This design comes from an exercise in tuning for small area, a short achievable clock period and few clock cycles per item on the open sky130 flow, not from production work.
At most, simulation tests tie the RTL to the original design; equivalence was not proved.
Only the layout flow was run in runs 4 and 5; the RTL was not checked for function there.
Power and IR drop assume default switching activity.

### flow/standard.sh
#!/bin/bash
# synth_recipe.tcl (not shown) runs the flow's synth.tcl, then flattens the netlist and writes it again
# the make line also repeats each setting of config.mk as NAME=value (left out here)
make -C /OpenROAD-flow-scripts/flow DESIGN_CONFIG=/design/flow/config.mk WORK_HOME=/design/flow/orfs CLKGATE_MAP_FILE= SYNTH_SCRIPT=/design/flow/synth_recipe.tcl "${@:-finish}"
### flow/design.v
package dq_pkg;
    localparam int DQ_DMA_WIDTH = 32;
    localparam int DQ_MAX_QWIDTH = 8;
    localparam int DQ_COUNT_WIDTH = 16;
endpackage
`timescale 1ns/1ps
module dq_config (
    input  logic        clk,
    input  logic        rst_n,
    input  logic        activate,
    input  logic [24:0] up_cfg_in,
    input  logic [24:0] down_cfg_in,
    output logic [3:0]  up_bw,
    output logic [3:0]  dn_bw,
    output logic [4:0]  dn_lo,        
    output logic        run
);
    always_ff @(posedge clk or negedge rst_n) begin
        if (!rst_n) begin
            run <= 1'b0;
        end else begin
            run <= activate;
        end
    end
    always_ff @(posedge clk) begin
        up_bw <= up_cfg_in[24:21];
        dn_bw <= down_cfg_in[24:21];
        dn_lo <= 5'd15 - down_cfg_in[20:16];
    end
endmodule
`timescale 1ns/1ps
module bit_extractor (
    input  logic        clk,
    input  logic        run,
    input  logic        activate,
    input  logic [3:0]  bw,          
    input  logic [15:0] num_in,      
    input  logic        in_valid,
    input  logic [31:0] in_data,
    output logic        in_ready,
    output logic        out_valid,
    output logic [7:0]  out_value,
    input  logic        out_ready
);
    logic [31:0] w;
    logic [9:0]  l;
    logic [5:0]  p;
    logic [15:0] rem;        
    logic        f1;         
    logic        f2;         
    logic        rem_nz;
    logic        rem_gt1;
    logic        rem_gt2;
    logic        pop;
    logic        load;
    logic [5:0]  p_pop;      
    logic [5:0]  p_sel;
    logic [5:0]  t2;         
    logic        f2_pop;     
    logic        need_pop;
    logic        need_stay;
    logic [7:0]  mask;
    logic [41:0] win;
    logic [38:0] s32;
    logic [22:0] s16;
    logic [14:0] s8;
    logic [10:0] s4;
    logic [8:0]  s2;
    logic [7:0]  s1;
    assign rem_nz  = (rem != 16'd0);
    assign rem_gt1 = (rem[15:1] != 15'd0);
    assign rem_gt2 = rem_gt1 && (rem != 16'd2);
    assign pop  = rem_nz && !f1 && (!out_valid || out_ready);
    assign load = in_valid && in_ready;
    assign p_pop  = p + {2'd0, bw};
    assign t2     = 6'd42 - {1'b0, bw, 1'b0};
    assign f2_pop = (p_pop > t2);
    assign need_pop  = rem_gt2 ? (f2_pop && p_pop[5]) : (rem_gt1 && f2);
    assign need_stay = rem_gt1 ? (f1 || (f2 && p[5])) : (rem_nz && f1);
    assign p_sel = pop ? p_pop : p;
    always_comb begin
        for (int i = 0; i < 8; i++) mask[i] = (i < bw);
    end
    assign win = {w, l};
    always_comb begin
        for (int i = 0; i < 39; i++) s32[i] = (p[5] && i < 10) ? win[i+32] : win[i];
        for (int i = 0; i < 23; i++) s16[i] = p[4] ? s32[i+16] : s32[i];
        for (int i = 0; i < 15; i++) s8[i]  = p[3] ? s16[i+8]  : s16[i];
        for (int i = 0; i < 11; i++) s4[i]  = p[2] ? s8[i+4]   : s8[i];
        for (int i = 0; i < 9; i++)  s2[i]  = p[1] ? s4[i+2]   : s4[i];
        for (int i = 0; i < 8; i++)  s1[i]  = p[0] ? s2[i+1]   : s2[i];
    end
    always_ff @(posedge clk) begin
        if (!run) begin
            p         <= 6'd42;
            rem       <= num_in;
            f1        <= 1'b1;
            f2        <= 1'b1;
            out_valid <= 1'b0;
            in_ready  <= activate && (num_in != 16'd0);
        end else begin
            p         <= {p_sel[5] && !load, p_sel[4:0]};
            f1        <= !load && (pop ? f2 : f1);
            f2        <= !load && (pop ? f2_pop : f2);
            in_ready  <= activate && !load && (pop ? need_pop : need_stay);
            if (pop) begin
                rem <= rem - 16'd1;
            end
            if (!out_valid || out_ready) begin
                out_valid <= pop;
            end
        end
        if (load) begin
            w <= in_data;
            l <= w[31:22];
        end
        if (pop) begin
            out_value <= s1 & mask;
        end
    end
endmodule
`timescale 1ns/1ps
module dequantizer (
    input  logic [4:0]  scale,       
    input  logic [7:0]  in_value,
    output logic [11:0] out_half     
);
    logic [2:0] pos;
    logic [7:0] norm;
    always_comb begin
        pos = '0;
        for (int i = 0; i < 8; i++) begin
            if (in_value[i]) pos = i[2:0];
        end
        norm = in_value << (3'd7 - pos);
        if (in_value == 8'd0) begin
            out_half = '0;
        end else begin
            out_half = {scale + (5'd15 + {2'd0, pos}), norm[6:0]};
        end
    end
endmodule
`timescale 1ns/1ps
module stream_fifo #(
    parameter int WIDTH = 16
) (
    input  logic             clk,
    input  logic             run,
    input  logic             wr_valid,
    input  logic [WIDTH-1:0] wr_data,
    output logic             wr_ready,
    output logic             rd_valid,
    output logic [WIDTH-1:0] rd_data,
    input  logic             rd_ready
);
    assign wr_ready = !rd_valid || rd_ready;
    always_ff @(posedge clk) begin
        if (!run) begin
            rd_valid <= 1'b0;
        end else if (wr_ready) begin
            rd_valid <= wr_valid;
        end
        if (wr_ready && wr_valid) begin
            rd_data <= wr_data;
        end
    end
endmodule
`timescale 1ns/1ps
module quantizer (
    input  logic [4:0]  lo,          
    input  logic [3:0]  bw,
    input  logic [15:0] in_half,
    output logic        sat,         
    output logic        zero,        
    output logic [7:0]  value        
);
    logic        s;
    logic [4:0]  e;
    logic [10:0] mant;
    logic [5:0]  hi;
    logic [7:0]  hit;
    logic [7:0]  norm;
    assign s    = in_half[15];
    assign e    = in_half[14:10];
    assign mant = {1'b1, in_half[9:0]};
    assign hi   = {1'b0, lo} + {2'd0, bw};
    always_comb begin
        for (int k = 0; k < 8; k++) hit[k] = (e[2:0] == 3'(lo[2:0] + 3'(k)));
        norm = '0;
        for (int k = 0; k < 8; k++) begin
            if (hit[k]) norm = norm | 8'(mant >> (10 - k));
        end
        zero  = s || (e == 5'd0) || (e < lo) || ({1'b0, e} >= hi);
        sat   = !s && (e != 5'd0) && ((e == 5'd31) || ({1'b0, e} >= hi));
        value = norm;
    end
endmodule
`timescale 1ns/1ps
module bit_packer (
    input  logic        clk,
    input  logic        run,
    input  logic        activate,
    input  logic [3:0]  bw,
    input  logic [15:0] num_in,      
    input  logic        in_valid,
    input  logic        in_sat,      
    input  logic        in_zero,     
    input  logic [7:0]  in_value,
    output logic        in_ready,
    output logic        out_valid,
    output logic [32:0] out_beat,
    input  logic        out_ready
);
    logic [15:0] rem;        
    logic [7:0]  qval;       
    logic        qsat;
    logic        qzero;
    logic [7:0]  max;
    logic [7:0]  qv_val;
    logic        qv;
    logic [38:0] acc;
    logic [5:0]  fill;
    logic        rem_nz;
    logic        rem_gt1;
    logic        done;
    logic        word_rdy;
    logic        push;
    logic        move;
    logic        take;
    logic [38:0] ins;
    logic [5:0]  fill_m;     
    logic [5:0]  fill_s;     
    assign rem_nz   = (rem != 16'd0);
    assign rem_gt1  = (rem[15:1] != 15'd0);
    assign done     = !rem_nz && !qv;
    assign word_rdy = fill[5] || (done && (fill != 6'd0));
    assign push     = run && qv && (!fill[5] || !out_valid);
    assign move     = word_rdy && (!out_valid || out_ready);
    assign take     = in_valid && in_ready;
    always_comb begin
        for (int i = 0; i < 8; i++) max[i] = (i < bw);
    end
    assign qv_val = !push ? 8'd0 : qsat ? max : (qzero ? 8'd0 : qval);
    assign ins    = {31'd0, qv_val} << fill[4:0];
    assign fill_m = {1'b0, fill[4:0] & {5{fill[5]}}} + (push ? {2'd0, bw} : 6'd0);
    assign fill_s = fill + (push ? {2'd0, bw} : 6'd0);
    logic [3:0] rdy_n;
    always_comb begin
        for (int k = 0; k < 4; k++) begin
            logic t, r, mv, nz, qvn, ovn;
            logic [5:0] fn;
            t   = k[1];
            r   = k[0];
            mv  = word_rdy && (!out_valid || r);
            nz  = t ? rem_gt1 : rem_nz;
            qvn = t || (qv && !push);
            ovn = mv || (out_valid && !r);
            fn  = mv ? fill_m : fill_s;
            rdy_n[k] = nz && (!qvn || !fn[5] || !ovn);
        end
    end
    always_ff @(posedge clk) begin
        if (!run) begin
            rem       <= num_in;
            qv        <= 1'b0;
            fill      <= '0;
            out_valid <= 1'b0;
            in_ready  <= activate && (num_in != 16'd0);
        end else begin
            if (take) begin
                rem <= rem - 16'd1;
            end
            qv        <= take || (qv && !push);
            fill      <= move ? fill_m : fill_s;
            out_valid <= move || (out_valid && !out_ready);
            in_ready  <= activate && rdy_n[{take, out_ready}];
        end
        acc <= (move || !run) ? ({32'd0, acc[38:32]} | ins) : (acc | ins);
        if (take) begin
            qval <= in_value;
            qsat <= in_sat;
            qzero <= in_zero;
        end
        if (move) begin
            out_beat <= {acc[31:0], done && (!fill[5] || fill == 6'd32)};
        end
    end
endmodule
`timescale 1ns/1ps
module dequant_quant_top (
    input  logic        clk,
    input  logic        rst_n,
    input  logic        activate,
    input  logic [24:0] up_cfg,
    input  logic [24:0] down_cfg,
    input  logic        rcv_valid,
    input  logic [32:0] rcv_beat,
    output logic        rcv_ready,
    output logic        deq_valid,
    output logic [15:0] deq_data,
    input  logic        deq_ready,
    input  logic        q_valid,
    input  logic [15:0] q_data,
    output logic        q_ready,
    output logic        trm_valid,
    output logic [32:0] trm_beat,
    input  logic        trm_ready
);
    logic        run;
    logic [3:0]  up_bw;
    logic [3:0]  dn_bw;
    logic [4:0]  dn_lo;
    logic        qz_sat;
    logic        qz_zero;
    logic        ext_valid;
    logic [7:0]  ext_value;
    logic        ext_ready;
    logic [11:0] dq_half;
    logic [11:0] out_half;
    logic [7:0]  qz_value;
    dq_config cfg0 (
        .clk(clk), .rst_n(rst_n), .activate(activate),
        .up_cfg_in(up_cfg), .down_cfg_in(down_cfg),
        .up_bw(up_bw), .dn_bw(dn_bw), .dn_lo(dn_lo),
        .run(run)
    );
    bit_extractor ext0 (
        .clk(clk), .run(run), .activate(activate), .bw(up_bw), .num_in(up_cfg[15:0]),
        .in_valid(rcv_valid), .in_data(rcv_beat[32:1]), .in_ready(rcv_ready),
        .out_valid(ext_valid), .out_value(ext_value), .out_ready(ext_ready)
    );
    dequantizer deq0 (.scale(up_cfg[20:16]), .in_value(ext_value), .out_half(dq_half));
    stream_fifo #(.WIDTH(12)) up_out (
        .clk(clk), .run(run),
        .wr_valid(ext_valid), .wr_data(dq_half), .wr_ready(ext_ready),
        .rd_valid(deq_valid), .rd_data(out_half), .rd_ready(deq_ready)
    );
    assign deq_data = {1'b0, out_half, 3'b000};
    quantizer qnt0 (.lo(dn_lo), .bw(dn_bw), .in_half(q_data), .sat(qz_sat), .zero(qz_zero), .value(qz_value));
    bit_packer pack0 (
        .clk(clk), .run(run), .activate(activate), .bw(dn_bw), .num_in(down_cfg[15:0]),
        .in_valid(q_valid), .in_sat(qz_sat), .in_zero(qz_zero), .in_value(qz_value), .in_ready(q_ready),
        .out_valid(trm_valid), .out_beat(trm_beat), .out_ready(trm_ready)
    );
endmodule
### flow/flow/run.sh
#!/bin/bash
# The standard layout, with buf_1 port buffers, a tighter repair target and
# a clock tree without dummy loads.
export BUFFER_PORTS_ARGS="-buffer_cell sky130_fd_sc_hd__buf_1"
export SETUP_SLACK_MARGIN=6.2
export CTS_ARGS="-sink_clustering_enable -repair_clock_nets -dont_use_dummy_load -buf_list {sky130_fd_sc_hd__clkbuf_4 sky130_fd_sc_hd__clkbuf_8} -sink_clustering_size 18 -sink_clustering_max_diameter 50"

bash standard.sh > standard.log 2>&1
### flow/config.mk
export PLATFORM = sky130hd
export DESIGN_NAME = dequant_quant_top
export DESIGN_NICKNAME = dequant_quant_top
export VERILOG_FILES = /design/flow/design.v
export SDC_FILE = /design/flow/constraint.sdc
export NUM_CORES = 4
export LEC_CHECK = 0
export CAP_MARGIN = 20
export CORE_MARGIN = 2
export CORE_UTILIZATION = 60
export PLACE_DENSITY = 0.75
export SLEW_MARGIN = 20
export TNS_END_PERCENT = 20
### flow/constraint.sdc
create_clock -name core_clock -period 9.0 [get_ports {clk}]
set_input_delay 1.8000 -clock core_clock [delete_from_list [all_inputs] [get_ports {clk}]]
set_output_delay 1.8000 -clock core_clock [all_outputs]
set_load 0.01 [all_outputs]
==> out/qor.csv, run 1 <==
metric;value;unit
status;timing/DRC/antenna clean;
Fmax;345;MHz
async set-reset flop share out of synthesis;0.00476;
Root Buffer;clkbuf_8;
Layout Nets;1286;
leakage;4.44;nW
post-synthesis sequential area ratio;0.506;
hold violation count in the final report;0;
Post-Route Setup TNS;0;ps
initial antenna violation count;0;
first-pass GRT wire length;37800;um
WHS Endpoint;pack0.out_beat[12]$_DFFE_PP_;
Clock transition at path regs;100;ps
WP data arrival;1100;ps
share of layout cells above drive strength 1;0.110;
fin worst setup slack;6100;ps
Setup crit start kind;register;
Area contributors post-synth;edfxtp_1 37%, dfxtp_1 13%, ha_1 4.9%;
Core Box Area;0.0180;mm2
RSZ-0062 raised after global routing;yes;
area growth from synthesis to layout;11.9;%
headroom to the max-slew limit;0.407;
DIE AREA;0.0195;mm2
total wire length;23300;um
number of enable flip-flop cells after synthesis;137;
gpl congestion;0.884;
Worst setup EP type;output pin;
Seq cells post-synth;210;
minimum clock period;2900;ps
Mapped Area;0.0110;mm2
share of the synthesized area in the top cell type;0.373;
DR iter-0 viols;525;
number of antenna diodes;0;
Yosys warning total;35;
IO Pins;159;
dpl hpwl;16000;um
Seq pwr share;0.584;
top cell type by total area after synthesis;edfxtp_1;
Reg-to-Reg Start;ext0.out_value[5]$_DFFE_PP_;
worst-path maximum fanout;1;
DP Worst Slack;4880;ps
# Max-Cap Violations;0;
DRT Pass-1 Iters;5;
post-synth cell types;79;
H-tree depth;1;
clock network fraction of design power;0.267;
num rows;49;
min-delay src;pack0.acc[11]$_DFF_P_;
sw frac;0.259;
PortBufs;150;
largest net degree at the start of global routing;91;
Layout fillers;1390;
GRT overflow;0;
Post-route DRC;0;
placed instance area;0.0117;mm2
delay-heaviest family, CP;flip-flops;
PwrDens;157;mW/mm2
r2r endpoint;up_out.rd_data[10]$_SDFFCE_PN0P_;
switching pwr;0.500;mW
clk buf depth;3;
cells along the critical path;buf_1;
Initial Util;0.612;
GRT Util Overall;0.234;
Internal Power;1.43;mW
via count;8132;
CTS tree;built;
final setup fails;0;
Worst Hold Class;reg2reg;
Tcrit/Tclk final;0.322;
drt wl/cell;17.1;um
syn_area_per_cell;11.1;um2
dominant synthesized flop cell;edfxtp_1;
Max Clock Skew;57.5;ps
worst skew pair latency;560;ps
Max VDD drop;0.140;mV
via/cell ratio;5.98;
WP buf/inv;1;
Gate Count Post-Synth;993;
Slowest-stage cell, CP;edfxtp_1;
final core occ;0.685;
critical setup path kind;reg2out;
Worst-Margin Slew;877;ps
Design Area, Final;0.0123;mm2
Num CTS Buffers;22;
worst reg2reg path depth;9;
Tot Pwr;1.93;mW
CP max stage delay;400;ps
Die H;140;um
Reg2Reg Setup Slack;6270;ps
clock sinks;210;
Critical Path RT;7200;ps
die width;140;um
Final Max Slew Viols;0;
vias in the first global route;7821;
Worst Hold Path Cells;0;
ANT nets after route;0;
Comb pwr share;0.150;
==> layout make-up <==
class,count,area (um2),area share
Sequential cell,210,5590,0.453
Multi-Input combinational cell,695,5240,0.424
Timing Repair Buffer,156,722,0.0585
Clock buffer,22,303,0.0245
Tap cell,229,287,0.0232
Inverter,49,196,0.0159
==> power by group through the flow <==
stage,clock [mW],sequential (mW),combinational (mW)
after floorplan,0,1.13,0.222
after global placement,0,1.15,0.265
after detailed placement,0,1.15,0.272
after CTS,0.531,1.13,0.278
after global routing,0.563,1.14,0.325
final,0.516,1.13,0.290
==> cells in the mapped netlist (all sizes together) (9+ instances only) <==
cell type,instances
xor2,19
o21ai,36
nor3,21
dfxtp,72
nand2b,15
clkbuf,20
mux2,18
a21oi,64
a21o,11
nor4,16
nor2b,19
inv,48
ha,43
nor2,74
o221ai,15
a22oi,9
nand2,73
and2,19
edfxtp,137
mux2i,34
buf,26
mux4,18
xnor2,34
nand3,20
==> sequential cells by signal (all words and copies together) (netlist names), 8 cells and up <==
name / count
up_out.rd_data: 12
pack0.qval: 8
pack0.acc: 39
pack0.out_beat: 33
ext0.out_value: 8
ext0.w: 32
ext0.l: 10
ext0.rem: 16
pack0.rem: 16
==> how the worst max path moves through the flow <==
| stage | startpoint | endpoint | slack [ps] | cells past startpoint |
|---|---|---|---|---|
| after floorplan | trm_ready | pack0.acc[1]$_DFF_P_ | 5840 | 8 |
| after global placement | trm_ready | pack0.acc[5]$_DFF_P_ | 5020 | 8 |
| after detailed placement | trm_ready | pack0.acc[3]$_DFF_P_ | 4880 | 8 |
| after CTS | pack0.out_beat[17]$_DFFE_PP_ | trm_beat[17] | 6090 | 1 |
| after global routing | pack0.out_beat[9]$_DFFE_PP_ | trm_beat[9] | 6060 | 1 |
| final | pack0.out_beat[19]$_DFFE_PP_ | trm_beat[19] | 6100 | 1 |
==> logic make-up (layout without fill, tap and decap cells) <==
kind of cell               count (synthesis)  in the layout  synth area share
AOI/OAI and AO/OA                        225            225             0.138
xor gates and xnor gates                  53             53            0.0421
adders and majority gates                 46             46            0.0543
buffers and inverters                     95            227            0.0378
DFF                                      210            210             0.506
muxes                                     70             70            0.0872
other                                      1              4          0.000340
and+or+nand+nor                          293            297             0.134
==> what timing repair did <==
action                     4_1_cts  5_1_grt
buffers inserted                 1        0
resized for setup               16       39
pin swaps                        0       10
setup endpoints to repair      120      114
gates cloned                     5        1
hold buffers                     0        0
==> metrics by stage <==
stage | hold slack [ps] | std cells
detailed placement | 413 | 1332
floorplan | 408 | 996
CTS | 384 | 1360
global placement | 420 | 1332
finish | 378 | 1361
global route | 392 | 1361
==> metal layers <==
layer	wire (um)	track usage	up-vias
li1	-	-	3984
met1	9910	0.303	3851
met2	11700	0.412	249
met3	1070	0.0327	48
met4	586	0.0663	0
met5	0	0	-
==> placed cells by master, fill, tap and decap left out, types with 18 or more instances in the layout <==
cell        n
dfxtp_1    66
mux4_2     18
buf_1     141
xnor2_1    33
clkbuf_8   22
a21oi_1    61
edfxtp_1  137
o21ai_0    27
nand3_1    20
nor2_1     72
nand2_1    70
inv_1      45
mux2i_1    33
ha_1       40
nor3_1     20
Testbench counts, summed over its fixed seeds: cycles 67,917, items 74,830.
==> run 2, diff against run 1 <==
--- a/flow/design.v
+++ b/flow/design.v
@@ -33,7 +33,7 @@
     input  logic        clk,
     input  logic        run,
     input  logic        activate,
-    input  logic [3:0]  bw,          
+    input  logic [3:0]  bw,
     input  logic [15:0] num_in,      
     input  logic        in_valid,
     input  logic [31:0] in_data,
--- a/flow/flow/run.sh
+++ b/flow/flow/run.sh
@@ -4,5 +4,4 @@
 export BUFFER_PORTS_ARGS="-buffer_cell sky130_fd_sc_hd__buf_1"
 export SETUP_SLACK_MARGIN=6.2
 export CTS_ARGS="-sink_clustering_enable -repair_clock_nets -dont_use_dummy_load -buf_list {sky130_fd_sc_hd__clkbuf_4 sky130_fd_sc_hd__clkbuf_8} -sink_clustering_size 18 -sink_clustering_max_diameter 50"
-
 bash standard.sh > standard.log 2>&1
--- a/flow/config.mk
+++ b/flow/config.mk
@@ -8,6 +8,5 @@
 export CAP_MARGIN = 20
 export CORE_MARGIN = 2
 export CORE_UTILIZATION = 60
-export PLACE_DENSITY = 0.75
 export SLEW_MARGIN = 20
 export TNS_END_PERCENT = 20
==> out/qor.csv, run 2 <==
metric;value;unit;change
hold-fix buffers at CTS;0;;unchanged
via count;8032;;-1.2%
DIE AREA;0.0195;mm2;unchanged
number of antenna diodes;0;;unchanged
Max VDD drop;0.158;mV;+13%
placed instance area;0.0117;mm2;unchanged
clock sinks;210;;unchanged
Setup crit start kind;register;;
worst skew pair latency;550;ps;about the same
Die H;140;um;unchanged
DRT Pass-1 Iters;6;;+1
drt wl/cell;16.8;um;-2.1%
max reg flops;39;;unchanged
Yosys warning total;35;;unchanged
Worst-Margin Slew;921;ps;+44.0 ps
Initial Util;0.612;;unchanged
Num CTS Buffers;23;;+4.5%
met2 GRT Util;0.408;;-0.00387
most frequent cells in the layout;137 x edfxtp_1, 137 x buf_1, 73 x nor2_1;;
Storage cell area;0.00559;mm2;unchanged
Layout fillers;1422;;+2.3%
global routing usage on met1;0.308;;+0.00494
Design Area, Final;0.0122;mm2;-0.99%
post-synth cell types;79;;unchanged
Critical Path Stages;1;;unchanged
num rows;49;;unchanged
Root Buffer;clkbuf_8;;
largest registers;pack0.acc: 39 flops, pack0.out_beat: 33 flops, ext0.w: 32 flops;;
worst reg2reg path depth;6;;-3
most common cell in the netlist;edfxtp_1;;
delay-heaviest family, CP;flip-flops;;
GRT overflow;0;;unchanged
dpl hpwl;16000;um;+0.19%
hold violation count in the final report;0;;unchanged
GR peak layer;met2;;
area growth from synthesis to layout;10.8;%;
worst-path maximum fanout;1;;unchanged
GRT met3 Usage;0.0317;;-0.00103
via/cell ratio;5.90;;-1.2%
DR iter-0 viols;487;;-7.2%
most frequent cells after synthesis;137 x edfxtp_1, 73 x nand2_1, 73 x nor2_1, 72 x dfxtp_1, 64 x a21oi_1;;
headroom to the max-slew limit;0.377;;-0.0297
Mapped Area;0.0110;mm2;unchanged
CTS tree;built;;
Max Clock Skew;53.0;ps;-4.53 ps
PwrDens;159;mW/mm2;+1.1%
number of enable flip-flop cells after synthesis;137;;unchanged
status;timing/DRC/antenna clean;;
Worst Hold Path Cells;0;;unchanged
GRT Util Overall;0.232;;-0.00135
post-synthesis sequential area ratio;0.506;;unchanged
Worst setup EP type;output pin;;
IO Pins;159;;unchanged
Tot Pwr;1.94;mW;+0.12%
critical setup path kind;reg2out;;
minimum clock period;2880;ps;-16.3 ps
final setup fails;0;;unchanged
WP buf/inv;1;;unchanged
ANT nets after route;0;;unchanged
Post-route DRC;0;;unchanged
Gate Count Post-Synth;993;;unchanged
CP max stage delay;390;ps;about the same
Slowest-stage cell, CP;edfxtp_1;;
RSZ-0062 raised after global routing;yes;;
share of the synthesized area in the top cell type;0.373;;unchanged
async set-reset flop share out of synthesis;0.00476;;unchanged
Seq cells post-synth;210;;unchanged
Area contributors post-synth;edfxtp_1 37%, dfxtp_1 13%, ha_1 4.9%;;
first-pass GRT wire length;37400;um;-1.1%
H-tree depth;1;;unchanged
clk buf depth;3;;unchanged
Tcrit/Tclk final;0.320;;-0.00181
# Max-Cap Violations;0;;unchanged
WP data arrival;1080;ps;-20 ps
dominant synthesized flop cell;edfxtp_1;;
die width;140;um;unchanged
Critical Path RT;7200;ps;about the same
Core Box Area;0.0180;mm2;unchanged
syn_area_per_cell;11.1;um2;unchanged
cells along the critical path;clkbuf_2;;
share of layout cells above drive strength 1;0.110;;+0.000883
top cell type by total area after synthesis;edfxtp_1;;
Fmax;347;MHz;+0.56%
Layout Nets;1286;;unchanged
Post-Route Setup TNS;0;ps;unchanged
gpl congestion;0.871;;-1.4%
Worst Hold Class;reg2reg;;
Final Max Slew Viols;0;;unchanged
vias in the first global route;7521;;-3.8%
initial antenna violation count;0;;unchanged
Clock transition at path regs;100;ps;about the same
multi-input logic area;0.00517;mm2;-1.3%
leakage;4.40;nW;-0.74%
Biggest register;pack0.acc;;
PortBufs;150;;unchanged
largest net degree at the start of global routing;69;;-24%
total wire length;22800;um;-2.1%
run 2: cell counts after synthesis:
Identical to the previous run, type by type.
run 2: what timing repair did:
action,in CTS,in global routing
cloned,2,0
setup endpoints to repair,118,131
resized for setup,9,38
pin swaps,0,4
setup buffers,0,4
run 2: final timing paths:
| kind | start | endpoint | slack, ps |
|---|---|---|---|
| min in group asynchronous | rst_n | cfg0.run$_DFF_PN0_ | 1010 |
| setup reg to reg | ext0.p[4]$_SDFFE_PN0P_ | ext0.out_value[7]$_DFFE_PP_ | 6350 |
| setup / recovery | pack0.out_beat[29]$_DFFE_PP_ | trm_beat[29] | 6120 |
| hold reg to reg | pack0.acc[31]$_DFF_P_ | pack0.out_beat[32]$_DFFE_PP_ | 400 |
| max in group asynchronous | rst_n | cfg0.run$_DFF_PN0_ | 7880 |
| hold / removal | pack0.acc[31]$_DFF_P_ | pack0.out_beat[32]$_DFFE_PP_ | 400 |
run 2: report_power, final:
group          internal (mW)  leakage [nW]  switching, mW
Clock                  0.227         0.165          0.297
Sequential              1.08          1.90         0.0510
Combinational          0.134          2.34          0.148
run 2: area by class of cell:
class                      count  share of cell area
sequential                   210               0.458
tap                          229              0.0235
multi-input combinational    693               0.423
inverter                      49              0.0157
clock buffer                  23              0.0259
timing repair buffer         157              0.0538
run 2: metrics by stage:
stage / util / cells / hold slack [ps] / setup slack, ps
2_1_floorplan: - / 996 / 408 / 5840
3_3_place_gp: 0.651 / 1332 / 416 / 5290
3_5_place_dp: 0.651 / 1332 / 418 / 5300
4_1_cts: 0.671 / 1357 / 397 / 6080
5_1_grt: 0.678 / 1361 / 418 / 6070
6_report: 0.678 / 1361 / 397 / 6120
run 2: per-layer routing:
| layer | share of wire | wire length, um |
|---|---|---|
| met1 | 0.43 | 9790 |
| met5 | 0 | 0 |
| met4 | 0.019 | 444 |
| met3 | 0.047 | 1070 |
| met2 | 0.50 | 11500 |
run 2: logic make-up (layout without fill, tap and decap cells):
logic type               count (synthesis)  after routing  share of synthesized area
AO/OA/AOI/OAI                          225            225                      0.138
XOR/XNOR                                53             53                     0.0421
adder cells (fa/ha/maj)                 46             46                     0.0543
buffers and inverters                   95            229                     0.0378
flip-flops                             210            210                      0.506
multiplexers                            70             70                     0.0872
other                                    1              4                   0.000340
AND/OR/NAND/NOR                        293            295                      0.134
Testbench counts of run 2, summed over its fixed seeds: cycles 67,917, items 74,830.
==> run 3, diff against run 2 <==
==> flow/flow/run.sh (replaced) <==
#!/bin/bash
# The standard layout, with buf_1 port buffers, a tighter repair target and
# a clock tree without dummy loads.
export BUFFER_PORTS_ARGS="-buffer_cell sky130_fd_sc_hd__buf_1"
export SETUP_SLACK_MARGIN=6.2
export CTS_ARGS="-sink_clustering_enable -repair_clock_nets -dont_use_dummy_load -buf_list {sky130_fd_sc_hd__clkbuf_8 sky130_fd_sc_hd__clkbuf_16} -sink_clustering_size 24 -sink_clustering_max_diameter 60"
bash standard.sh > standard.log 2>&1
==> out/qor.csv, run 3 <==
metric;value;unit;change
critical setup path kind;in2reg;;
largest registers;pack0.acc: 39 flops, pack0.out_beat: 33 flops, ext0.w: 32 flops;;
worst-path maximum fanout;3;;+2
initial antenna violation count;0;;unchanged
most common cell in the netlist;edfxtp_1;;
clock sinks;210;;unchanged
via/cell ratio;5.92;;+0.38%
Internal Power;1.55;mW;+7.8%
Max VDD drop;0.213;mV;+34%
Initial Util;0.612;;unchanged
Yosys warning total;35;;unchanged
Biggest register;pack0.acc;;
IO Pins;159;;unchanged
sw frac;0.248;;-0.00845
clk buf depth;3;;unchanged
Seq cells post-synth;210;;unchanged
leakage;4.47;nW;+1.5%
Core Box Area;0.0180;mm2;unchanged
number of antenna diodes;0;;unchanged
switching pwr;0.512;mW;+3.1%
Critical Path RT;9190;ps;+1990 ps
share of layout cells above drive strength 1;0.108;;-0.00246
Post-route DRC;0;;unchanged
post-synth cell types;79;;unchanged
die width;140;um;unchanged
RSZ-0062 raised after global routing;yes;;
dpl hpwl;16000;um;unchanged
GRT overflow;0;;unchanged
num rows;49;;unchanged
Worst setup EP type;register;;
Worst-Margin Slew;920;ps;-1.11 ps
GRT Util Overall;0.232;;about the same
Tcrit/Tclk final;0.318;;-0.00224
dominant synthesized flop cell;edfxtp_1;;
minimum clock period;2860;ps;-20.2 ps
Area contributors post-synth;edfxtp_1 37%, dfxtp_1 13%, ha_1 4.9%;;
ANT nets after route;0;;unchanged
headroom to the max-slew limit;0.378;;+0.000748
final setup fails;0;;unchanged
global routing usage on met1;0.309;;+0.00127
number of enable flip-flop cells after synthesis;137;;unchanged
post-synthesis sequential area ratio;0.506;;unchanged
Tot Pwr;2.06;mW;+6.6%
clock network fraction of design power;0.311;;+0.040
Post-Route Setup TNS;0;ps;unchanged
largest net degree at the start of global routing;69;;unchanged
hold violation count in the final report;0;;unchanged
DIE AREA;0.0195;mm2;unchanged
top cell type by total area after synthesis;edfxtp_1;;
most frequent cells after synthesis;137 x edfxtp_1, 73 x nand2_1, 73 x nor2_1, 72 x dfxtp_1, 64 x a21oi_1;;
WP data arrival;3050;ps;+1970 ps
gpl congestion;0.871;;unchanged
total wire length;23100;um;+1.4%
PwrDens;166;mW/mm2;+4.9%
area growth from synthesis to layout;12.7;%;
Comb pwr share;0.141;;-0.005
async set-reset flop share out of synthesis;0.00476;;unchanged
Num CTS Buffers;17;;-26%
Root Buffer;clkbuf_16;;
GRT met3 Usage;0.0286;;-0.00310
commonest non-fill, non-tap cell in the layout;buf_1;;
Layout Nets;1284;;-0.16%
DR iter-0 viols;481;;-1.2%
Final Max Slew Viols;0;;unchanged
status;timing/DRC/antenna clean;;
GR peak layer;met2;;
worst skew pair latency;490;ps;-60 ps
Fmax;349;MHz;+0.71%
hold-fix buffers at CTS;0;;unchanged
first-pass GRT wire length;37400;um;unchanged
Worst Hold Class;reg2reg;;
vias in the first global route;7534;;+0.17%
H-tree depth;1;;unchanged
Clock transition at path regs;70;ps;-30 ps
Mapped Area;0.0110;mm2;unchanged
Setup crit start kind;input pin;;
via count;8051;;+0.24%
PortBufs;150;;unchanged
Max Clock Skew;40.1;ps;-12.9 ps
# Max-Cap Violations;0;;unchanged
DRT Pass-1 Iters;8;;+2
met2 GRT Util;0.408;;-0.000516
CTS tree;built;;
syn_area_per_cell;11.1;um2;unchanged
most frequent cells in the layout;146 x buf_1, 137 x edfxtp_1, 71 x nor2_1;;
max reg flops;39;;unchanged
Die H;140;um;unchanged
Reg2Reg Setup Slack;6310;ps;-40 ps
share of the synthesized area in the top cell type;0.373;;unchanged
Gate Count Post-Synth;993;;unchanged
drt wl/cell;17.0;um;+1.5%
Seq pwr share;0.547;;-0.037
==> run 3: cell types whose count changed in the layout (fill, tap and decap cells not counted), sizes merged <==
cell    delta
clkbuf    -14
buf       +12
==> run 3: final cells by class <==
| type | instances | area (um2) |
|---|---|---|
| Sequential cell | 210 | 5590 |
| Inverter | 49 | 191 |
| Fill cell | 1376 | 5600 |
| Multi-Input combinational cell | 693 | 5240 |
| Tap cell | 229 | 287 |
| Clock buffer | 17 | 425 |
| Timing Repair Buffer | 161 | 683 |
==> run 3: per-stage QoR <==
step	instances	area, um2	setup slack, ps	hold slack (ps)	utilization
2_1_floorplan	996	11100	5840	408	-
3_3_place_gp	1332	11700	5290	416	0.651
3_5_place_dp	1332	11700	5300	418	0.651
4_1_cts	1352	12200	6030	433	0.679
5_1_grt	1359	12400	6110	446	0.689
6_report	1359	12400	6140	431	0.689
==> run 3: power groups by stage <==
| stage | logic (mW) | registers [mW] | clock network, mW |
|---|---|---|---|
| floorplan | 0.222 | 1.13 | 0 |
| global placement | 0.266 | 1.15 | 0 |
| detailed placement | 0.272 | 1.15 | 0 |
| CTS | 0.278 | 1.13 | 0.660 |
| global route | 0.327 | 1.14 | 0.690 |
| finish | 0.292 | 1.13 | 0.643 |
==> run 3: cells by family after synthesis <==
family,after synthesis,synth area share
adders and majority gates,46,0.0543
buffers and inverters,95,0.0378
DFF,210,0.506
xor gates and xnor gates,53,0.0421
other,1,0.000340
AOI/OAI and AO/OA,225,0.138
muxes,70,0.0872
and+or+nand+nor,293,0.134
==> run 3: repair_timing <==
item / in CTS / in global routing
endpoints found under the setup margin: 90 / 146
resized for setup: 9 / 40
pin swaps: 0 / 9
cloned: 2 / 0
buffers inserted: 1 / 7
==> run 3: path summary, 6_finish.rpt <==
kind                       cells after the start                    from                            to
setup reg to reg                              11  ext0.p[0]$_SDFFE_PN0P_         ext0.in_ready$_DFF_P_
hold reg to reg                                0   pack0.acc[31]$_DFF_P_  pack0.out_beat[32]$_DFFE_PP_
max in group asynchronous                      1                   rst_n            cfg0.run$_DFF_PN0_
hold / removal                                 0   pack0.acc[31]$_DFF_P_  pack0.out_beat[32]$_DFFE_PP_
setup / recovery                               9              q_data[10]         pack0.qzero$_DFFE_PP_
min in group asynchronous                      1                   rst_n            cfg0.run$_DFF_PN0_
==> run 3: routing by layer <==
layer	vias to the layer above	share of wire	wire [um]
met1	3819	0.42	9780
met5	-	0	0
li1	3975	-	-
met4	0	0.020	457
met3	37	0.044	1020
met2	220	0.51	11900
==> run 3: critical path, stage by stage <==
cell and delay (ps):
clkbuf_2 90, inv_2 90, ha_4 200, nand2b_4 130, a21o_1 150, a21o_1 150, a21o_1 190, a21oi_2 110
o221ai_1 150
==> run 4, diff against run 3 <==
--- a/flow/design.v
+++ b/flow/design.v
@@ -33,7 +33,7 @@
     input  logic        clk,
     input  logic        run,
     input  logic        activate,
-    input  logic [3:0]  bw,
+    input  logic [3:0]  bw,          
     input  logic [15:0] num_in,      
     input  logic        in_valid,
     input  logic [31:0] in_data,
@@ -125,18 +125,23 @@
     input  logic [7:0]  in_value,
     output logic [11:0] out_half     
 );
-    logic [2:0] pos;
-    logic [7:0] norm;
+    logic       s4;
+    logic       s2;
+    logic       s1;
+    logic [7:0] v4;
+    logic [7:0] v2;
+    logic [7:0] v1;
     always_comb begin
-        pos = '0;
-        for (int i = 0; i < 8; i++) begin
-            if (in_value[i]) pos = i[2:0];
-        end
-        norm = in_value << (3'd7 - pos);
-        if (in_value == 8'd0) begin
+        s4 = (in_value[7:4] == 4'd0);
+        v4 = s4 ? {in_value[3:0], 4'd0} : in_value;
+        s2 = (v4[7:6] == 2'd0);
+        v2 = s2 ? {v4[5:0], 2'd0} : v4;
+        s1 = !v2[7];
+        v1 = s1 ? {v2[6:0], 1'b0} : v2;
+        if (!v1[7]) begin
             out_half = '0;
         end else begin
-            out_half = {scale + (5'd15 + {2'd0, pos}), norm[6:0]};
+            out_half = {scale + (5'd15 + {2'd0, !s4, !s2, !s1}), v1[6:0]};
         end
     end
 endmodule
==> flow/flow/run.sh (replaced) <==
#!/bin/bash
# The standard layout, with buf_1 port buffers, a tighter repair target and
# a clock tree without dummy loads.
export BUFFER_PORTS_ARGS="-buffer_cell sky130_fd_sc_hd__buf_1"
export SETUP_SLACK_MARGIN=6.2
export CTS_ARGS="-sink_clustering_enable -repair_clock_nets -dont_use_dummy_load -buf_list {sky130_fd_sc_hd__clkbuf_4 sky130_fd_sc_hd__clkbuf_8} -sink_clustering_size 20 -sink_clustering_max_diameter 60"
bash standard.sh > standard.log 2>&1
--- a/flow/config.mk
+++ b/flow/config.mk
@@ -9,4 +9,3 @@
 export CORE_MARGIN = 2
 export CORE_UTILIZATION = 60
 export SLEW_MARGIN = 20
-export TNS_END_PERCENT = 20
==> out/qor.csv, run 4 <==
metric;value;unit;change
Initial Util;0.610;;-0.00210
max reg flops;39;;unchanged
Max VDD drop;0.134;mV;-37%
# Max-Cap Violations;0;;unchanged
Final Max Slew Viols;0;;unchanged
clock network fraction of design power;0.241;;-0.070
drt wl/cell;17.1;um;+0.25%
largest registers;pack0.acc: 39 flops, pack0.out_beat: 33 flops, ext0.w: 32 flops;;
async set-reset flop share out of synthesis;0.00476;;unchanged
CP max stage delay;420;ps;+220 ps
status;timing/DRC/antenna clean;;
clock sinks;210;;unchanged
top cell type by total area after synthesis;edfxtp_1;;
PortBufs;150;;unchanged
first-pass GRT wire length;38200;um;+2.1%
share of the synthesized area in the top cell type;0.377;;+0.00385
Die H;139;um;-0.50%
r2r endpoint;up_out.rd_data[10]$_SDFFCE_PN0P_;;
Layout Nets;1303;;+1.5%
cells along the critical path;clkbuf_2;;
Reg-to-Reg Start;ext0.out_value[5]$_DFFE_PP_;;
worst reg2reg path depth;11;;unchanged
most frequent cells after synthesis;137 x edfxtp_1, 86 x nand2_1, 74 x nor2_1, 72 x dfxtp_1, 70 x a21oi_1;;
Internal Power;1.39;mW;-10%
number of enable flip-flop cells after synthesis;137;;unchanged
Biggest register;pack0.acc;;
Worst Hold Path Cells;0;;unchanged
WP buf/inv;1;;-1
DIE AREA;0.0193;mm2;-0.99%
DP Worst Slack;4830;ps;-466 ps
minimum clock period;2900;ps;+33.3 ps
Worst setup EP type;output pin;;
Gate Count Post-Synth;1001;;+0.81%
Core Box Area;0.0179;mm2;-0.68%
Area contributors post-synth;edfxtp_1 38%, dfxtp_1 13%, ha_1 4.9%;;
PwrDens;148;mW/mm2;-11%
syn_area_per_cell;10.9;um2;-1.8%
hold violation count in the final report;0;;unchanged
Seq cells post-synth;210;;unchanged
Design Area, Final;0.0127;mm2;+2.2%
worst skew pair latency;530;ps;+40 ps
critical setup path kind;reg2out;;
CTS tree;built;;
ANT nets after route;0;;unchanged
min-delay src;pack0.acc[28]$_DFF_P_;;
Root Buffer;clkbuf_8;;
Mapped Area;0.0109;mm2;-1.0%
Post-Route Setup TNS;0;ps;unchanged
share of layout cells above drive strength 1;0.187;;+0.0792
Final Non-Filler Cells;1378;;+1.4%
Comb pwr share;0.166;;+0.025
area growth from synthesis to layout;16.4;%;
GRT Util Overall;0.239;;+0.00641
IO Pins;159;;unchanged
final core occ;0.709;;+0.0202
switching pwr;0.492;mW;-3.8%
Critical Path RT;7200;ps;-1990 ps
worst hold margin;391;ps;-40.6 ps
final setup fails;0;;unchanged
placed cells;1339;;+0.53%
delay-heaviest family, CP;flip-flops;;
WHS Endpoint;pack0.out_beat[29]$_DFFE_PP_;;
Setup crit start kind;register;;
worst-path maximum fanout;1;;-2
Seq pwr share;0.593;;+0.046
Max Clock Skew;62.6;ps;+22.5 ps
initial antenna violation count;0;;unchanged
sw frac;0.261;;+0.0134
Reg2Reg Setup Slack;6330;ps;+20 ps
H-tree depth;1;;unchanged
via count;8132;;+1.0%
Slowest-stage cell, CP;edfxtp_1;;
placed instance area;0.0118;mm2;+0.98%
commonest non-fill, non-tap cell in the layout;edfxtp_1;;
most common cell in the netlist;edfxtp_1;;
Worst Hold Class;reg2reg;;
Post-route DRC;0;;unchanged
dpl hpwl;15900;um;-0.45%
Critical Path Start;pack0.out_beat[25]$_DFFE_PP_;;
dominant synthesized flop cell;edfxtp_1;;
gpl congestion;0.879;;+0.88%
RSZ-0062 raised after global routing;yes;;
DR iter-0 viols;643;;+34%
post-synth cell types;80;;+1.3%
Yosys warning total;35;;unchanged
clk buf depth;3;;unchanged
most frequent cells in the layout;137 x edfxtp_1, 98 x buf_1, 79 x nand2_1;;
Tcrit/Tclk final;0.322;;+0.00371
leakage;4.62;nW;+3.4%
Clock transition at path regs;110;ps;+40 ps
number of antenna diodes;0;;unchanged
headroom to the max-slew limit;0.467;;+0.0890
num rows;49;;unchanged
Fmax;345;MHz;-1.2%
Worst-Margin Slew;795;ps;-125 ps
DRT Pass-1 Iters;5;;-3
post-synthesis sequential area ratio;0.511;;+0.00522
die width;139;um;-0.50%
WP data arrival;1100;ps;-1950 ps
GRT overflow;0;;unchanged
fin worst setup slack;6100;ps;-33.3 ps
Layout fillers;1346;;-2.2%
largest net degree at the start of global routing;69;;unchanged
total wire length;23500;um;+1.7%
via/cell ratio;5.90;;-0.39%
vias in the first global route;7618;;+1.1%
Tot Pwr;1.89;mW;-8.7%
Num CTS Buffers;17;;unchanged
==> run 4: cell types whose count changed after synthesis, sizes merged, moves of 8 or more <==
cell	delta
buf	-9
o211ai	+8
o21ai	+9
clkbuf	+11
nand3	-11
nand2	+13
and2	-9
==> run 4: layout make-up <==
class                   instances  area [um2]  area share
flip-flops and latches        210        5610       0.442
multi-input cells             694        5290       0.417
inverters                      52         246      0.0194
repair buffers                176        1030      0.0813
well taps                     229         287      0.0226
clock buffers                  17         234      0.0184
==> run 4: logic make-up (layout without fill, tap and decap cells) <==
family | after synthesis | after routing | synth area share
AO/OA/AOI/OAI | 245 | 245 | 0.150
XOR/XNOR | 53 | 53 | 0.0425
adder cells (fa/ha/maj) | 46 | 46 | 0.0548
buffers and inverters | 100 | 245 | 0.0372
flip-flops | 210 | 210 | 0.511
multiplexers | 64 | 64 | 0.0787
other | 1 | 4 | 0.000344
AND/OR/NAND/NOR | 282 | 282 | 0.125
==> run 4: worst max-delay path by stage <==
stage,slack [ps],to,cells after the start
after floorplan,5110,pack0.acc[30]$_DFF_P_,7
after global placement,4840,pack0.acc[30]$_DFF_P_,9
after detailed placement,4830,pack0.acc[30]$_DFF_P_,9
after CTS,6080,trm_beat[17],1
after global routing,6050,trm_beat[17],1
final,6100,trm_beat[25],1
==> run 4: power by group through the flow <==
stage | registers [mW] | clock network [mW] | logic, mW
2_1_floorplan | 1.12 | 0 | 0.227
3_3_place_gp | 1.14 | 0 | 0.279
3_5_place_dp | 1.14 | 0 | 0.284
4_1_cts | 1.12 | 0.470 | 0.296
5_1_grt | 1.12 | 0.503 | 0.351
6_report | 1.12 | 0.455 | 0.313
==> run 4: worst reg2reg max path, cell delays in order (launching register included) <==
cell      delay (ps)
edfxtp_1         470
nor4_4           320
a21oi_1          180
o21ai_2          300
inv_1            100
ha_2             190
inv_2             70
ha_4             130
inv_2             40
fa_2             380
xor2_1           160
nor2_1            60
==> run 4: timing repair <==
item,CTS,global route
buffers inserted,6,9
pin swaps,2,6
cloned,4,3
hold buffers,0,0
gates resized for setup,40,82
endpoints found under the setup margin,151,123
==> run 4: routing by layer <==
metal | global-route usage | vias to the layer above | share of wire
met5 | 0 | - | 0
met4 | 0.0553 | 0 | 0.020
met3 | 0.0387 | 37 | 0.057
met2 | 0.370 | 254 | 0.45
met1 | 0.357 | 3842 | 0.48
li1 | - | 3999 | -
==> run 5, diff against run 4 <==
--- a/flow/config.mk
+++ b/flow/config.mk
@@ -9,3 +9,4 @@
 export CORE_MARGIN = 2
 export CORE_UTILIZATION = 60
 export SLEW_MARGIN = 20
+export TNS_END_PERCENT = 20
==> out/qor.csv, run 5 <==
metric;value;unit;change
critical setup path kind;reg2out;;
via/cell ratio;5.91;;+0.21%
Yosys warning total;35;;unchanged
total wire length;23400;um;-0.29%
IO Pins;159;;unchanged
Seq cells post-synth;210;;unchanged
DR iter-0 viols;527;;-18%
GR peak layer;met2;;
Worst-Margin Slew;700;ps;-95.1 ps
# Max-Cap Violations;0;;unchanged
Post-route DRC;0;;unchanged
Layout Nets;1306;;+0.23%
ANT nets after route;0;;unchanged
clock network fraction of design power;0.241;;about the same
largest registers;pack0.acc: 39 flops, pack0.out_beat: 33 flops, ext0.w: 32 flops;;
clk buf depth;3;;unchanged
top cell type by total area after synthesis;edfxtp_1;;
Post-Route Setup TNS;0;ps;unchanged
CTS tree;built;;
area growth from synthesis to layout;14.8;%;
Final Non-Filler Cells;1381;;+0.22%
DRT Pass-1 Iters;5;;unchanged
via count;8167;;+0.43%
drt wl/cell;17.0;um;-0.51%
syn_area_per_cell;10.9;um2;unchanged
WP buf/inv;1;;unchanged
cells along the critical path;buf_1;;
Max Clock Skew;35.4;ps;-27.2 ps
headroom to the max-slew limit;0.533;;+0.0659
share of the synthesized area in the top cell type;0.377;;unchanged
commonest non-fill, non-tap cell in the layout;buf_1;;
Root Buffer;clkbuf_8;;
PortBufs;150;;unchanged
hold violation count in the final report;0;;unchanged
Max VDD drop;0.117;mV;-13%
GRT overflow;0;;unchanged
delay-heaviest family, CP;flip-flops;;
dpl hpwl;15500;um;-3.0%
clock sinks;210;;unchanged
final setup fails;0;;unchanged
Core Box Area;0.0179;mm2;unchanged
DIE AREA;0.0193;mm2;unchanged
largest net degree at the start of global routing;70;;+1.4%
most frequent cells in the layout;145 x buf_1, 137 x edfxtp_1, 84 x nand2_1;;
Initial Util;0.610;;unchanged
die width;139;um;unchanged
Seq pwr share;0.597;;+0.004
post-synth cell types;80;;unchanged
GRT met3 Usage;0.0307;;-0.00794
Worst setup EP type;output pin;;
placed cells;1340;;+0.075%
first-pass GRT wire length;38200;um;about the same
num rows;49;;unchanged
vias in the first global route;7673;;+0.72%
Biggest register;pack0.acc;;
initial antenna violation count;0;;unchanged
Gate Count Post-Synth;1001;;unchanged
GRT Util Overall;0.237;;-0.00189
switching pwr;0.483;mW;-2.0%
Area contributors post-synth;edfxtp_1 38%, dfxtp_1 13%, ha_1 4.9%;;
Worst Hold Class;reg2reg;;
number of antenna diodes;0;;unchanged
Design Area, Final;0.0125;mm2;-1.4%
met2 GRT Util;0.370;;unchanged
Critical Path RT;7200;ps;about the same
Slowest-stage cell, CP;dfxtp_2;;
Die H;139;um;unchanged
Mapped Area;0.0109;mm2;unchanged
hold-fix buffers at CTS;0;;unchanged
leakage;4.49;nW;-2.9%
status;timing/DRC/antenna clean;;
number of enable flip-flop cells after synthesis;137;;unchanged
share of layout cells above drive strength 1;0.126;;-0.0613
most common cell in the netlist;edfxtp_1;;
max reg flops;39;;unchanged
Setup crit start kind;register;;
async set-reset flop share out of synthesis;0.00476;;unchanged
Clock transition at path regs;110;ps;about the same
global routing usage on met1;0.355;;-0.00218
minimum clock period;2880;ps;-18.0 ps
PwrDens;150;mW/mm2;+0.72%
WP data arrival;1080;ps;-20 ps
worst-path maximum fanout;3;;+2
worst hold margin;432;ps;+41.3 ps
Num CTS Buffers;17;;unchanged
Final Max Slew Viols;0;;unchanged
most frequent cells after synthesis;137 x edfxtp_1, 86 x nand2_1, 74 x nor2_1, 72 x dfxtp_1, 70 x a21oi_1;;
Internal Power;1.39;mW;-0.22%
Fmax;347;MHz;+0.62%
post-synthesis sequential area ratio;0.511;;unchanged
Comb pwr share;0.162;;-0.004
RSZ-0062 raised after global routing;yes;;
placed instance area;0.0116;mm2;-1.9%
sw frac;0.258;;-0.00342
dominant synthesized flop cell;edfxtp_1;;
Tot Pwr;1.87;mW;-0.68%
CP max stage delay;390;ps;-30 ps
worst skew pair latency;520;ps;about the same
gpl congestion;0.822;;-6.4%
H-tree depth;1;;unchanged
Tcrit/Tclk final;0.320;;-0.00200
-- run 5: power by group through the flow --
| stage | sequential [mW] | combinational [mW] | clock (mW) |
|---|---|---|---|
| 4_1_cts | 1.12 | 0.281 | 0.467 |
| 6_report | 1.12 | 0.303 | 0.452 |
| 3_3_place_gp | 1.14 | 0.262 | 0 |
| 2_1_floorplan | 1.12 | 0.213 | 0 |
| 3_5_place_dp | 1.14 | 0.266 | 0 |
| 5_1_grt | 1.13 | 0.339 | 0.497 |
-- run 5: metal layers --
layer / wire length [um] / vias to the layer above / part of all wire
met4: 453 / 0 / 0.019
li1: - / 4001 / -
met1: 11100 / 3912 / 0.47
met3: 1180 / 30 / 0.050
met2: 10700 / 224 / 0.46
met5: 0 / - / 0
-- run 5: cells by family after synthesis --
family | share of synthesized area
mux | 0.0787
other cells | 0.000344
simple gates | 0.125
xor+xnor | 0.0425
compound gates | 0.150
buf+inv | 0.0372
fa+ha+maj | 0.0548
flops | 0.511
-- run 5: per-stage QoR --
step,worst slack (ps),util
6_report,6120,0.699
4_1_cts,6100,0.682
3_3_place_gp,5260,0.649
5_1_grt,6000,0.699
3_5_place_dp,5270,0.649
2_1_floorplan,5110,-
-- run 5: worst paths after layout --
kind	slack, ps	start	endpoint	cells after the start
hold / removal	430	pack0.acc[20]$_DFF_P_	pack0.out_beat[21]$_DFFE_PP_	0
min in group asynchronous	1020	rst_n	cfg0.run$_DFF_PN0_	1
hold reg to reg	430	pack0.acc[20]$_DFF_P_	pack0.out_beat[21]$_DFFE_PP_	0
setup reg to reg	6210	pack0.fill[5]$_SDFF_PN0_	pack0.in_ready$_DFF_P_	10
setup / recovery	6120	pack0.out_valid$_SDFF_PN0_	trm_valid	1
max in group asynchronous	7870	rst_n	cfg0.run$_DFF_PN0_	1
-- run 5: timing repair --
item,CTS,global route
endpoints found under the setup margin,126,156
buffers inserted,7,10
pin swaps,4,17
endpoints found under the hold margin,0,0
cloned,5,2
gates resized for setup,34,45
-- run 5: final cells by class --
cell class	count	area, um2
clock buffers	17	234
fillers	1407	5380
inverters	52	205
multi-input cells	694	5190
flip-flops and latches	210	5600
well taps	229	287
repair buffers	179	1000

==> re-timing with driven ports <==
No port has a modelled driver above. Below, the same layouts with a new extraction and two added sets of constraints. Step 1 sets driving cells, clkbuf_16 on the clock port and buf_2 on the other inputs (assumed; they add their load-dependent delay and slew). Step 2 also shifts input and output timing later by t, the mid clock arrival at the registers, as if the neighbouring blocks saw the same clock. a / b / c = ideal / step 1 / step 2; a / b = the first two.
| run | t, ns | slack for setup (ns) | worst setup path after step 2 |
|---|---|---|---|
| run 1 | 0.567 | 6.101 / 6.061 / 5.625 | input to register |
| run 2 | 0.567 | 6.117 / 6.073 / 5.629 | input to register |
| run 3 | 0.514 | 6.137 / 6.141 / 5.649 | input to register |
| run 4 | 0.543 | 6.104 / 6.061 / 5.620 | input to register |
| run 5 | 0.539 | 6.122 / 6.078 / 5.632 | input to register |
After both steps every run listed still meets setup and hold. The setup slack of run 5, which loses most, moves by -0.044 ns with the drivers and by -0.490 ns with both steps.
